Context: an optimization exercise on an open-source flow, tuned for small area, a short achievable clock period and few clock cycles per item. The choices shown serve that exercise and are no tape-out recipe. Where RTL was checked, it was by simulation tests only, not by an equivalence proof against the original. The clock port is modelled as an ideal driver, which makes a skipped or thinned clock tree look cheaper than it is; a real chip needs a root buffer or a tree. No activity file was given, so power comes from the tool's default toggle rates.

## if_fetch
module if_fetch
#(
    parameter if_fetch_pkg::inst_addr_bus_t RESET_PC = if_fetch_pkg::RESET_PC_DEFAULT
) (
    input  logic           clk,
    input  logic           rst,
    input  logic           stall_in,
    input  logic           branch_flag_in,
    input  if_fetch_pkg::inst_addr_bus_t branch_target_in,
    input  logic           mem_busy_in,
    input  logic           get_inst_in,
    input  if_fetch_pkg::inst_addr_bus_t inst_pc_in,
    input  if_fetch_pkg::inst_bus_t      inst_in,
    output logic           if_req_out,
    output if_fetch_pkg::inst_addr_bus_t addr_if_out,
    output if_fetch_pkg::inst_addr_bus_t pc_out,
    output if_fetch_pkg::inst_bus_t      inst_out,
    output logic           inst_valid_out,
    output logic           if_stall_req_out
);
export LEC_CHECK = 0
export CAP_MARGIN = 20
export CORE_MARGIN = 2
export CORE_UTILIZATION = 40
export SETUP_SLACK_MARGIN = 4.8
export SLEW_MARGIN = 20
create_clock -name core_clock -period 7.0 [get_ports {clk}]
standard.sh (not shown) runs the stock make flow with config.mk's settings and CLKGATE_MAP_FILE= SYNTH_SCRIPT=/design/flow/synth_recipe.tcl, a recipe that flattens the netlist after the stock synthesis.
==> flow/flow/run.sh <==
#!/bin/bash
set -euo pipefail
bash standard.sh \
  BUFFER_PORTS_ARGS="-buffer_cell sky130_fd_sc_hd__buf_1" \
  finish > standard_flow.log 2>&1
Change:
- CTS_BUF_LIST: unset -> sky130_fd_sc_hd__clkbuf_16
- CTS_CLUSTER_DIAMETER: unset -> 150
- CTS_CLUSTER_SIZE: unset -> 50
- SETUP_SLACK_MARGIN: 4.8 -> 4.5
Effect: Cell area goes down by 7.6%; cell count decreases by 5.9%; power shrinks by 2.3%; via count drops by 4.2%; global-route usage falls by 1.8 points.
Change:
- ABC_CLOCK_PERIOD_IN_PS: unset -> 1500
- CTS_BUF_LIST: sky130_fd_sc_hd__clkbuf_16 -> unset
- CTS_CLUSTER_DIAMETER: 150 -> unset
- CTS_CLUSTER_SIZE: 50 -> unset
Result:
- The changed run went through all stages and came out clean
- setup slack got worse by 7.1 ps
- combinational power grows by about 10%
- flip-flop and latch count is unchanged
- synthesized area is unchanged
No functional check of the RTL was part of any run of this note.

---

the previous run:
if_fetch, a different RTL version from the one above (not shown whole).
Size: ~460 cells after synthesis, ~200 I/O pins, ~4400 um^2 of cells after synthesis.
Design if_fetch, start of the top module:
module if_fetch
#(
    parameter if_fetch_pkg::inst_addr_bus_t RESET_PC = if_fetch_pkg::RESET_PC_DEFAULT
) (
    input  logic           clk,
    input  logic           rst,
    input  logic           stall_in,
    input  logic           branch_flag_in,
    input  if_fetch_pkg::inst_addr_bus_t branch_target_in,
    input  logic           mem_busy_in,
    input  logic           get_inst_in,
    input  if_fetch_pkg::inst_addr_bus_t inst_pc_in,
    input  if_fetch_pkg::inst_bus_t      inst_in,
    output logic           if_req_out,
    output if_fetch_pkg::inst_addr_bus_t addr_if_out,
    output if_fetch_pkg::inst_addr_bus_t pc_out,
    output if_fetch_pkg::inst_bus_t      inst_out,
    output logic           inst_valid_out,
    output logic           if_stall_req_out
);
clock: 7.0 ns
lec_check: 0
abc_area: 1
cap_margin: 20
core_margin: 2
core_utilization: 40
setup_slack_margin: 5
slew_margin: 20
Scripts as last shown in full above: flow/flow/run.sh
Testbench counts of the previous run, summed over its fixed seeds: cycles 202,670, insts 34,194.
Modified inputs, the current run compared to the previous run
- changing SETUP_SLACK_MARGIN from 5 to 4.5
- removing ABC_AREA (formerly 1)
Summary of the current run over the previous run: cell area went down about 20%, total placed instance area -580 um^2, power of the clock network has decreased, fraction of power spent switching nets lost 1.7 points, met2 usage in global routing decreased 7.3 points.
The utilization after layout of the current run falls short of that of the previous run by 4.6 points.
The current run: no failed stages, no open violations at the end

---

Another version of the RTL of if_fetch (not shown whole).
For scale: ~280 cells after synthesis, roughly 72 flip-flops, about 200 I/O pins.
Design if_fetch, start of the top module:
module if_fetch
#(
    parameter if_fetch_pkg::inst_addr_bus_t RESET_PC = if_fetch_pkg::RESET_PC_DEFAULT
) (
    input  logic           clk,
    input  logic           rst,
    input  logic           stall_in,
    input  logic           branch_flag_in,
    input  if_fetch_pkg::inst_addr_bus_t branch_target_in,
    input  logic           mem_busy_in,
    input  logic           get_inst_in,
    input  if_fetch_pkg::inst_addr_bus_t inst_pc_in,
    input  if_fetch_pkg::inst_bus_t      inst_in,
    output logic           if_req_out,
    output if_fetch_pkg::inst_addr_bus_t addr_if_out,
    output if_fetch_pkg::inst_addr_bus_t pc_out,
    output if_fetch_pkg::inst_bus_t      inst_out,
    output logic           inst_valid_out,
    output logic           if_stall_req_out
);
Settings: LEC_CHECK=0, CAP_MARGIN=0, CORE_MARGIN=2, CORE_UTILIZATION=40, SETUP_SLACK_MARGIN=4.8, SLEW_MARGIN=0; clock period 7.0 ns.
==> flow/flow/run.sh <==
#!/bin/bash
set -euo pipefail
bash standard.sh \
  BUFFER_PORTS_ARGS="-buffer_cell sky130_fd_sc_hd__buf_1" \
  MCTS_GROUPS=4 MCTS_CELL=sky130_fd_sc_hd__clkbuf_16 \
  PRE_CTS_TCL="$PWD/flow/manual_cts.tcl" \
  finish > standard_flow.log 2>&1
Other scripts of this flow, unchanged in this note and not shown: flow/flow/manual_cts.tcl
Testbench counts at the start, summed over its fixed seeds: cycles 204,393, insts 34,194.
Edit:
--- a/flow/config.mk
+++ b/flow/config.mk
@@ -6,7 +6,8 @@
 export NUM_CORES = 4
 export LEC_CHECK = 0
-export CAP_MARGIN = 0
+export CAP_MARGIN = 20
 export CORE_MARGIN = 2
-export CORE_UTILIZATION = 40
+export CORE_UTILIZATION = 65
+export PLACE_DENSITY = 0.75
 export SETUP_SLACK_MARGIN = 4.8
-export SLEW_MARGIN = 0
+export SLEW_MARGIN = 20
Hold slack gets worse by 0.017 ns.
Die area is lower by about 37%.
Routed wire length barely changes.
Combinational power is higher by about 3%.
Register-to-register slack gets worse by 0.04 ns.
Design area is higher by 0.81%.
Clock power is lower by about 5%.
Core utilization is higher by 33 points.
Sequential share of layout area is lower by 0.49 points.
Sequential power barely changes.
Edit:
--- a/flow/config.mk
+++ b/flow/config.mk
@@ -8,6 +8,5 @@
 export CAP_MARGIN = 20
 export CORE_MARGIN = 2
-export CORE_UTILIZATION = 65
-export PLACE_DENSITY = 0.75
-export SETUP_SLACK_MARGIN = 4.8
+export CORE_UTILIZATION = 40
+export SETUP_SLACK_MARGIN = 4.9
 export SLEW_MARGIN = 20
Result:
- The new run produced a clean layout
- final cell count increases by about 14%
- synthesized area is unchanged
- total power increases by 6.8%
- routed wire length increases by about 11%
- worst hold slack is better by 0.0041 ns
- worst setup slack is better by 0.063 ns
- first-iteration DRC count decreases by 80%
- design area increases by about 14%
- die area increases by 59%
- clock skew increases by 0.0048 ns
Edit:
--- a/flow/config.mk
+++ b/flow/config.mk
@@ -9,4 +9,4 @@
 export CORE_MARGIN = 2
 export CORE_UTILIZATION = 40
-export SETUP_SLACK_MARGIN = 4.9
+export SETUP_SLACK_MARGIN = 4.6
 export SLEW_MARGIN = 20
What happened:
- wire length shrinks by roughly a tenth
- worst hold slack is better by 0.024 ns
- final cell count decreases by a little under a tenth
- worst setup slack degrades by 0.15 ns
Edit:
--- a/flow/config.mk
+++ b/flow/config.mk
@@ -9,4 +9,4 @@
 export CORE_MARGIN = 2
 export CORE_UTILIZATION = 40
-export SETUP_SLACK_MARGIN = 4.6
+export SETUP_SLACK_MARGIN = 5.0
 export SLEW_MARGIN = 20
Global-route usage climbs by 1.5 points.
Cell area goes up by 22%.
Wire length went up by 17%.
Core utilization is higher by 11 points.
First-iteration DRC count grows by 55%.
Power climbs by 9.0%.
Via count climbs by 7.5%.
Clock power drops by about 3%.
Edit:
--- a/flow/config.mk
+++ b/flow/config.mk
@@ -9,4 +9,4 @@
 export CORE_MARGIN = 2
 export CORE_UTILIZATION = 40
-export SETUP_SLACK_MARGIN = 5.0
+export SETUP_SLACK_MARGIN = 4.8
 export SLEW_MARGIN = 20
Worst hold slack improves by 0.034 ns.
Worst setup slack gets worse by 0.017 ns.
Synthesized cell count stays the same.
Design area went down by 15%.
Sequential power rises by about 2%.
Via count fell by 6.4%.
In every run of this note, the design's own scripts or RTL, not TritonCTS, make the clock network.

---

== run A ==
Another version of the RTL of if_fetch (not shown whole).
For scale: ~300 cells after synthesis, about 70 flip-flops, roughly 3500 um2 of cells after synthesis.
==> flow/design.v (excerpt) <==
module if_fetch
#(
    parameter if_fetch_pkg::inst_addr_bus_t RESET_PC = if_fetch_pkg::RESET_PC_DEFAULT
) (
    input  logic           clk,
    input  logic           rst,
    input  logic           stall_in,
    input  logic           branch_flag_in,
    input  if_fetch_pkg::inst_addr_bus_t branch_target_in,
    input  logic           mem_busy_in,
    input  logic           get_inst_in,
    input  if_fetch_pkg::inst_addr_bus_t inst_pc_in,
    input  if_fetch_pkg::inst_bus_t      inst_in,
    output logic           if_req_out,
    output if_fetch_pkg::inst_addr_bus_t addr_if_out,
    output if_fetch_pkg::inst_addr_bus_t pc_out,
    output if_fetch_pkg::inst_bus_t      inst_out,
    output logic           inst_valid_out,
    output logic           if_stall_req_out
);
==> flow/config.mk <==
export PLATFORM = sky130hd
export DESIGN_NAME = if_fetch
export DESIGN_NICKNAME = if_fetch
export VERILOG_FILES = /design/flow/design.v
export SDC_FILE = /design/flow/constraint.sdc
export NUM_CORES = 4
export LEC_CHECK = 0
export CAP_MARGIN = 20
export CORE_MARGIN = 2
export CORE_UTILIZATION = 40
export SETUP_SLACK_MARGIN = 4.7
export SLEW_MARGIN = 20
export SYNTH_HIERARCHICAL = 1
==> flow/constraint.sdc <==
create_clock -name core_clock -period 7.0 [get_ports {clk}]
set_input_delay 1.4000 -clock core_clock [delete_from_list [all_inputs] [get_ports {clk}]]
set_output_delay 1.4000 -clock core_clock [all_outputs]
set_load 0.01 [all_outputs]
==> flow/flow/manual_cts.tcl <==
# Clock distribution made by hand: the clock port drives a few clock buffers,
# each placed at the centre of the flip-flops it feeds (the flip-flops split
# into equal groups by position), so every register sees the same one-buffer
# clock path. Replaces clock_tree_synthesis for this small design.
set mcts_groups [expr {[info exists ::env(MCTS_GROUPS)] ? $::env(MCTS_GROUPS) : 4}]
set mcts_cell [expr {[info exists ::env(MCTS_CELL)] ? $::env(MCTS_CELL) : "sky130_fd_sc_hd__clkbuf_8"}]

set mcts_block [ord::get_db_block]
set mcts_clk [$mcts_block findNet clk]
set mcts_sinks {}
foreach it [$mcts_clk getITerms] {
  set inst [$it getInst]
  set loc [$inst getLocation]
  lappend mcts_sinks [list $it [lindex $loc 0] [lindex $loc 1]]
}
puts "manual cts: [llength $mcts_sinks] sinks, $mcts_groups groups of $mcts_cell"

# Split into groups: halve along x, then along y, as many times as needed.
proc mcts_split {items n axis} {
  if {$n <= 1} { return [list $items] }
  set idx [expr {$axis == 0 ? 1 : 2}]
  set sorted [lsort -integer -index $idx $items]
  set half [expr {[llength $sorted] / 2}]
  set a [lrange $sorted 0 [expr {$half - 1}]]
  set b [lrange $sorted $half end]
  set next [expr {1 - $axis}]
  return [concat [mcts_split $a [expr {$n / 2}] $next] [mcts_split $b [expr {$n / 2}] $next]]
}
set mcts_parts [mcts_split $mcts_sinks $mcts_groups 0]

set mcts_master [[ord::get_db] findMaster $mcts_cell]
set k 0
foreach part $mcts_parts {
  set sx 0; set sy 0
  foreach s $part { incr sx [lindex $s 1]; incr sy [lindex $s 2] }
  set n [llength $part]
  set cx [expr {$sx / $n}]
  set cy [expr {$sy / $n}]
  set buf [odb::dbInst_create $mcts_block $mcts_master "mcts_clkbuf_$k"]
  set net [odb::dbNet_create $mcts_block "mcts_clknet_$k"]
  $net setSigType CLOCK
  [$buf findITerm A] connect $mcts_clk
  [$buf findITerm X] connect $net
  foreach s $part {
    set it [lindex $s 0]
    $it disconnect
    $it connect $net
  }
  $buf setLocation $cx $cy
  $buf setPlacementStatus PLACED
  puts "manual cts: mcts_clkbuf_$k at ($cx, $cy) drives $n sinks"
  incr k
}
$mcts_clk setSigType CLOCK

# The tree is built: clock_tree_synthesis only marks the clock propagated.
rename clock_tree_synthesis mcts_orig_clock_tree_synthesis
proc clock_tree_synthesis {args} {
  set_propagated_clock [all_clocks]
}
Scripts as last shown in full above: flow/flow/run.sh
Run A: full flow OK, the timing, design-rule and antenna checks passed
The inputs of run M differ from those of run A as listed below.
Settings: changing SETUP_SLACK_MARGIN from 4.7 to 4.5.
==> summary.txt <==
Taking run A as the reference, in run M total power draw now sits lower; combinational power dropped about 11%.
In terms of worst hold slack, run A and run M differ only marginally.
Compared with run A, run M shows number of fill cells that has gone up by a few percent.
Compared to run A, run M has cell count about 3.2% lower.
First-pass GRT wire length: run M < run A
When the final numbers for run A and run M were put side by side, the final critical delay including setup and external delays turned out to be greater in run M.
Higher fraction of met2 tracks used by global routing goes to run A over run M.
Relative to run A, portion of total power attributed to combinational logic decreased by 1.8 points in run M.
No functional check of the RTL was part of any run of this note. In every run of this note, the design's own scripts or RTL, not TritonCTS, make the clock network.

[what the ideal ports hide]
How much do the figures lean on ideal ports? The routed layouts below were timed once more, with nothing changed but the port constraints.
Step 1, drivers: a clkbuf_16 drives clk and a buf_2 each remaining input, both assumed.
Step 2, shift: input delay + t, output delay - t, t = (earliest + latest rising clock arrival at the registers) / 2. This alone moves slack from input paths to output paths.
Slacks: ideal / step 1 / step 2; pairs: ideal / step 1.
run | shift t [ns] | setup slack, ns | worst setup path after step 2 | clock arrival spread, ns
the first run of note 1 | 0.389 | 4.582 / 4.537 / 4.148 | input to register | 0.010 / 0.010
the second run of note 1 | 0.366 | 4.565 / 4.487 / 4.121 | input to register | 0.008 / 0.008
the third run of note 1 | 0.392 | 4.558 / 4.476 / 4.084 | input to register | 0.008 / 0.008
the previous run | 0.396 | 4.648 / 4.614 / 4.396 | input to register | 0.013 / 0.014
the current run | 0.392 | 4.451 / 4.417 / 4.119 | input to register | 0.021 / 0.021
the first run of note 3 | 0.215 | 4.822 / 4.750 / 4.669 | input to register | 0.010 / 0.010
the second run of note 3 | 0.216 | 4.775 / 4.755 / 4.619 | input to register | 0.004 / 0.004
the third run of note 3 | 0.216 | 4.838 / 4.812 / 4.644 | input to register | 0.007 / 0.008
the fourth run of note 3 | 0.213 | 4.684 / 4.613 / 4.579 | input to register | 0.010 / 0.009
the fifth run of note 3 | 0.218 | 4.839 / 4.762 / 4.697 | input to register | 0.012 / 0.012
the sixth run of note 3 | 0.215 | 4.822 / 4.750 / 4.669 | input to register | 0.010 / 0.010
run A | 0.216 | 4.651 / 4.661 / 4.468 | input to register | 0.011 / 0.012
run M | 0.215 | 4.541 / 4.595 / 4.380 | input to register | 0.011 / 0.011
After both steps every run listed still meets setup and hold. For the third run of note 1, which loses most, drivers alone change the setup slack by -0.082 ns; drivers and shift together by -0.474 ns.
